This design comes from an exercise in tuning for small area and few clock cycles on the open sky130 flow, not from production work.
The RTL was checked by simulation tests, not by an equivalence proof against the original design.
Power figures rest on the tool's default switching activity, not on a simulated workload.

==> flow/design.v <==
module bmc_ao22 (
    input  logic i_a1,
    input  logic i_a2,
    input  logic i_b1,
    input  logic i_b2,
    output logic o_x
);
    assign o_x = (i_a1 & i_a2) | (i_b1 & i_b2);
endmodule
module bmc_aoi222 (
    input  logic i_a1,
    input  logic i_a2,
    input  logic i_b1,
    input  logic i_b2,
    input  logic i_c1,
    input  logic i_c2,
    output logic o_y
);
    assign o_y = !((i_a1 & i_a2) | (i_b1 & i_b2) | (i_c1 & i_c2));
endmodule
module bmc_nand4 (
    input  logic [3:0] i_a,
    output logic       o_y
);
    assign o_y = !(&i_a);
endmodule
module bmc_nand2 (
    input  logic [1:0] i_a,
    output logic       o_y
);
    assign o_y = !(&i_a);
endmodule
module bmc_nand3 (
    input  logic [2:0] i_a,
    output logic       o_y
);
    assign o_y = !(&i_a);
endmodule
module bmc_nor2 (
    input  logic [1:0] i_a,
    output logic       o_y
);
    assign o_y = !(|i_a);
endmodule
module bmc_rdbit (
    input  logic [64:0] i_sel,
    input  logic [64:0] i_d,
    output logic        o_q
);
    logic [22:0] n;    
    logic [5:0]  p;    
    logic [2:0]  q;
    for (genvar g = 0; g < 21; g++) begin : g_l1
        bmc_aoi222 u (
            .i_a1 (i_sel[3*g]),     .i_a2 (i_d[3*g]),
            .i_b1 (i_sel[3*g + 1]), .i_b2 (i_d[3*g + 1]),
            .i_c1 (i_sel[3*g + 2]), .i_c2 (i_d[3*g + 2]),
            .o_y  (n[g])
        );
    end
    bmc_nand2 u_l1_63 (.i_a({i_sel[63], i_d[63]}), .o_y(n[21]));
    bmc_nand2 u_l1_64 (.i_a({i_sel[64], i_d[64]}), .o_y(n[22]));
    for (genvar g = 0; g < 5; g++) begin : g_l2
        bmc_nand4 u (.i_a(n[4*g +: 4]), .o_y(p[g]));
    end
    bmc_nand3 u_l2_last (.i_a(n[22:20]), .o_y(p[5]));
    for (genvar g = 0; g < 3; g++) begin : g_l3
        bmc_nor2 u (.i_a(p[2*g +: 2]), .o_y(q[g]));
    end
    bmc_nand3 u_l4 (.i_a(q), .o_y(o_q));
endmodule
module brace_bracket_match_checker (
    input  logic        i_clk,
    input  logic        i_rst_n,
    input  logic        i_valid,
    output logic        o_stall,
    input  logic        i_op,
    input  logic [15:0] i_char_code,
    output logic        o_valid,
    input  logic        i_stall,
    output logic [1:0]  o_error_kind,
    output logic [15:0] o_line_number,
    output logic [15:0] o_column_number,
    output logic        o_last_of_run
);
    localparam int DEPTH = 32;
    logic [15:0] r_line;
    logic [15:0] r_col;       
    logic        r_pend;      
    logic        r_comment;
    logic        r_bslash;
    logic [5:0]  r_bdepth;
    logic [5:0]  r_kdepth;
    logic        r_err;       
    logic        r_ovf;       
    logic        r_drain;     
    logic [15:0] pos_col;
    logic [31:0] wpos;
    logic        is_nl, is_bs, is_pc, is_lb, is_rb, is_lk, is_rk;
    logic        act;
    logic        push_b, pop_b, push_k, pop_k, eod, cmd;
    logic        b_full, k_full, b_empty, k_empty;
    logic        accept, take;
    assign pos_col = !r_pend ? r_col : ((r_col == 16'hFFFF) ? r_col : r_col + 16'd1);
    assign wpos    = {r_line, pos_col};
    assign is_nl = (i_char_code == 16'h000A);
    assign is_bs = (i_char_code == 16'h005C);
    assign is_pc = (i_char_code == 16'h0025);
    assign is_lb = (i_char_code == 16'h007B);
    assign is_rb = (i_char_code == 16'h007D);
    assign is_lk = (i_char_code == 16'h005B);
    assign is_rk = (i_char_code == 16'h005D);
    assign act    = !i_op && !r_comment && !r_bslash;
    assign push_b = act && is_lb;
    assign pop_b  = act && is_rb;
    assign push_k = act && is_lk;
    assign pop_k  = act && is_rk;
    assign eod    = i_op;
    assign cmd    = push_b || pop_b || push_k || pop_k || eod;
    assign b_full  = r_bdepth[5];
    assign k_full  = r_kdepth[5];
    assign b_empty = (r_bdepth == 6'd0);
    assign k_empty = (r_kdepth == 6'd0);
    assign o_valid = r_err || r_drain;
    assign take    = o_valid && !i_stall;
    assign o_stall = r_drain ? cmd : (r_err && i_stall);
    assign accept  = i_valid && !o_stall;
    always_ff @(posedge i_clk) begin
        if (!i_rst_n) begin
            r_line    <= '0;
            r_col     <= '0;
            r_pend    <= 1'b0;
            r_comment <= 1'b0;
            r_bslash  <= 1'b0;
            r_bdepth  <= '0;
            r_kdepth  <= '0;
            r_err     <= 1'b0;
            r_ovf     <= 1'b0;
            r_drain   <= 1'b0;
        end else begin
            if (take && !r_drain) r_err <= 1'b0;
            if (r_drain && take) begin
                if (!b_empty) r_bdepth <= r_bdepth - 6'd1;
                else          r_kdepth <= r_kdepth - 6'd1;
                if ((r_bdepth + r_kdepth) == 6'd1) r_drain <= 1'b0;
            end
            if (accept) begin
                if (eod) begin
                    r_line    <= '0;
                    r_col     <= '0;
                    r_pend    <= 1'b0;
                    r_comment <= 1'b0;
                    r_bslash  <= 1'b0;
                    r_drain   <= !b_empty || !k_empty;
                end else if (is_nl) begin
                    if (r_line != 16'hFFFF) r_line <= r_line + 16'd1;
                    r_col     <= '0;
                    r_pend    <= 1'b0;
                    r_comment <= 1'b0;
                    r_bslash  <= 1'b0;
                end else begin
                    r_col  <= pos_col;
                    r_pend <= 1'b1;
                    if (!r_comment) begin
                        r_bslash <= is_bs;
                        if (!r_bslash && is_pc) r_comment <= 1'b1;
                    end
                    if (push_b) begin
                        if (b_full) begin
                            r_err <= 1'b1;
                            r_ovf <= 1'b1;
                        end else begin
                            r_bdepth <= r_bdepth + 6'd1;
                        end
                    end
                    if (pop_b) begin
                        if (b_empty) begin
                            r_err <= 1'b1;
                            r_ovf <= 1'b0;
                        end else begin
                            r_bdepth <= r_bdepth - 6'd1;
                        end
                    end
                    if (push_k) begin
                        if (k_full) begin
                            r_err <= 1'b1;
                            r_ovf <= 1'b1;
                        end else begin
                            r_kdepth <= r_kdepth + 6'd1;
                        end
                    end
                    if (pop_k && !k_empty) r_kdepth <= r_kdepth - 6'd1;
                end
            end
        end
    end
    logic [31:0] b_ent [DEPTH];
    logic [31:0] k_ent [DEPTH];
    logic [DEPTH:0]   b_keep;
    logic [DEPTH:0]   k_keep;
    logic [2*DEPTH:0] rsel;
    assign b_keep[DEPTH] = 1'b0;
    assign k_keep[DEPTH] = 1'b0;
    for (genvar i = 0; i < DEPTH; i++) begin : g_row
        logic [31:0] b_d;
        logic [31:0] k_d;
        logic        b_load, k_load;
        assign b_keep[i] = (r_bdepth > 6'(i));
        assign k_keep[i] = (r_kdepth > 6'(i));
        assign b_load    = !b_keep[i];
        assign k_load    = !k_keep[i];
        for (genvar j = 0; j < 32; j++) begin : g_bit
            bmc_ao22 u_b (.i_a1(b_ent[i][j]), .i_a2(b_keep[i]), .i_b1(wpos[j]), .i_b2(b_load), .o_x(b_d[j]));
            bmc_ao22 u_k (.i_a1(k_ent[i][j]), .i_a2(k_keep[i]), .i_b1(wpos[j]), .i_b2(k_load), .o_x(k_d[j]));
        end
        always_ff @(posedge i_clk) begin
            b_ent[i] <= b_d;
            k_ent[i] <= k_d;
        end
        assign rsel[i]         = r_drain && b_keep[i] && !b_keep[i+1];
        assign rsel[DEPTH + i] = r_drain && b_empty && k_keep[i] && !k_keep[i+1];
    end
    assign rsel[2*DEPTH] = !r_drain;
    for (genvar j = 0; j < 32; j++) begin : g_rd
        logic [2*DEPTH:0] d;
        for (genvar i = 0; i < DEPTH; i++) begin : g_d
            assign d[i]         = b_ent[i][j];
            assign d[DEPTH + i] = k_ent[i][j];
        end
        assign d[2*DEPTH] = j >= 16 ? r_line[j%16] : r_col[j%16];
        bmc_rdbit u_rd (.i_sel(rsel), .i_d(d), .o_q(rd[j]));
    end
    logic [31:0] rd;
    assign {o_line_number, o_column_number} = rd;
    always_comb begin
        if (r_drain) begin
            o_error_kind  = b_empty ? 2'd2 : 2'd1;
            o_last_of_run = ((r_bdepth + r_kdepth) == 6'd1);
        end else begin
            o_error_kind  = r_ovf ? 2'd3 : 2'd0;
            o_last_of_run = 1'b1;
        end
    end
endmodule
clock: 8.0 ns
lec_check: 0
cap_margin: 20
core_margin: 2
core_utilization: 55
cts_buf_list: sky130_fd_sc_hd__clkbuf_16
cts_cluster_diameter: 100
cts_cluster_size: 25
setup_slack_margin: 0.2
slew_margin: 20
synth_hierarchical: 1
synth_minimum_keep_size: 0
run.sh (not shown) runs the stock make flow with config.mk's settings and CLKGATE_MAP_FILE= SYNTH_SCRIPT=/design/flow/synth_recipe.tcl, a recipe that flattens the netlist after the stock synthesis.
Testbench counts at the start, summed over its fixed seeds: cycles 126,441.
Rerun with:
--- a/flow/config.mk
+++ b/flow/config.mk
@@ -10 +10 @@
-export CORE_UTILIZATION = 55
+export CORE_UTILIZATION = 68
Effect:
- The changed run went through all stages and came out clean
- wire length fell by 3.9%
- final area shrinks by 0.70%
- sequential power stays flat
Rerun with:
==> flow/flow/run.sh (new file) <==
#!/bin/bash
# The standard layout (standard.sh: ORFS synthesis to finish), with two changes:
# - clock tree: no dummy loads at the leaves, leaf clusters of up to 25 sinks
#   within 100 um, clkbuf_16 buffers;
# - port buffers: buf_1 instead of the default choice.
# The full make output goes to standard.log here; each ORFS step's own log is
# under orfs/logs/.
set -euo pipefail
export CTS_ARGS="-sink_clustering_enable -repair_clock_nets -buf_list sky130_fd_sc_hd__clkbuf_16 -sink_clustering_size 25 -sink_clustering_max_diameter 100 -dont_use_dummy_load"
export BUFFER_PORTS_ARGS="-buffer_cell sky130_fd_sc_hd__buf_1"
bash standard.sh finish > standard.log 2>&1
==> flow/standard.sh (new file) <==
#!/bin/bash
# synth_recipe.tcl (not shown) runs the flow's synth.tcl, then flattens the netlist and writes it again
# the make line also repeats each setting of config.mk as NAME=value (left out here)
make -C /OpenROAD-flow-scripts/flow DESIGN_CONFIG=/design/flow/config.mk WORK_HOME=/design/flow/orfs CLKGATE_MAP_FILE= SYNTH_SCRIPT=/design/flow/synth_recipe.tcl "${@:-finish}"
--- a/flow/config.mk
+++ b/flow/config.mk
@@ -10 +10 @@
-export CORE_UTILIZATION = 68
+export CORE_UTILIZATION = 55
removed: flow/run.sh
Outcome:
- critical path depth came out lower by 1
- global-route usage came out lower by 7.8 points
- clock power is about the same
- combinational power barely changes
- setup slack gains 0.28 ns
- non-clock buffer count came out lower by 14

## port drivers added, routing unchanged
The results above use ideal ports. As a check the final layouts listed here were re-extracted and re-timed, cells and wires unchanged. Step 1: set_driving_cell puts a clkbuf_16 on i_clk and a buf_2 on each other input, an assumption about the parent block. Step 2 times the ports against the registers' clock, not the clock port: input delays grow and output delays shrink by t, the midpoint of the rising clock arrivals with the driver on. Slacks: ideal / step 1 / step 2; pairs: ideal / step 1.
| run | t, ns | slack for setup (ns) | slew at the worst register clock pin (ns) | worst data-port slew with drivers (ns) |
|---|---|---|---|---|
| the first run | 0.843 | 0.308 / 0.221 / 1.064 | 0.11 / 0.11 | 0.19 |
| the second run | 0.801 | 0.221 / 0.143 / 0.944 | 0.10 / 0.10 | 0.09 |
| the third run | 0.810 | 0.506 / 0.429 / 1.240 | 0.11 / 0.11 | 0.18 |
After both steps every run listed still meets setup and hold.
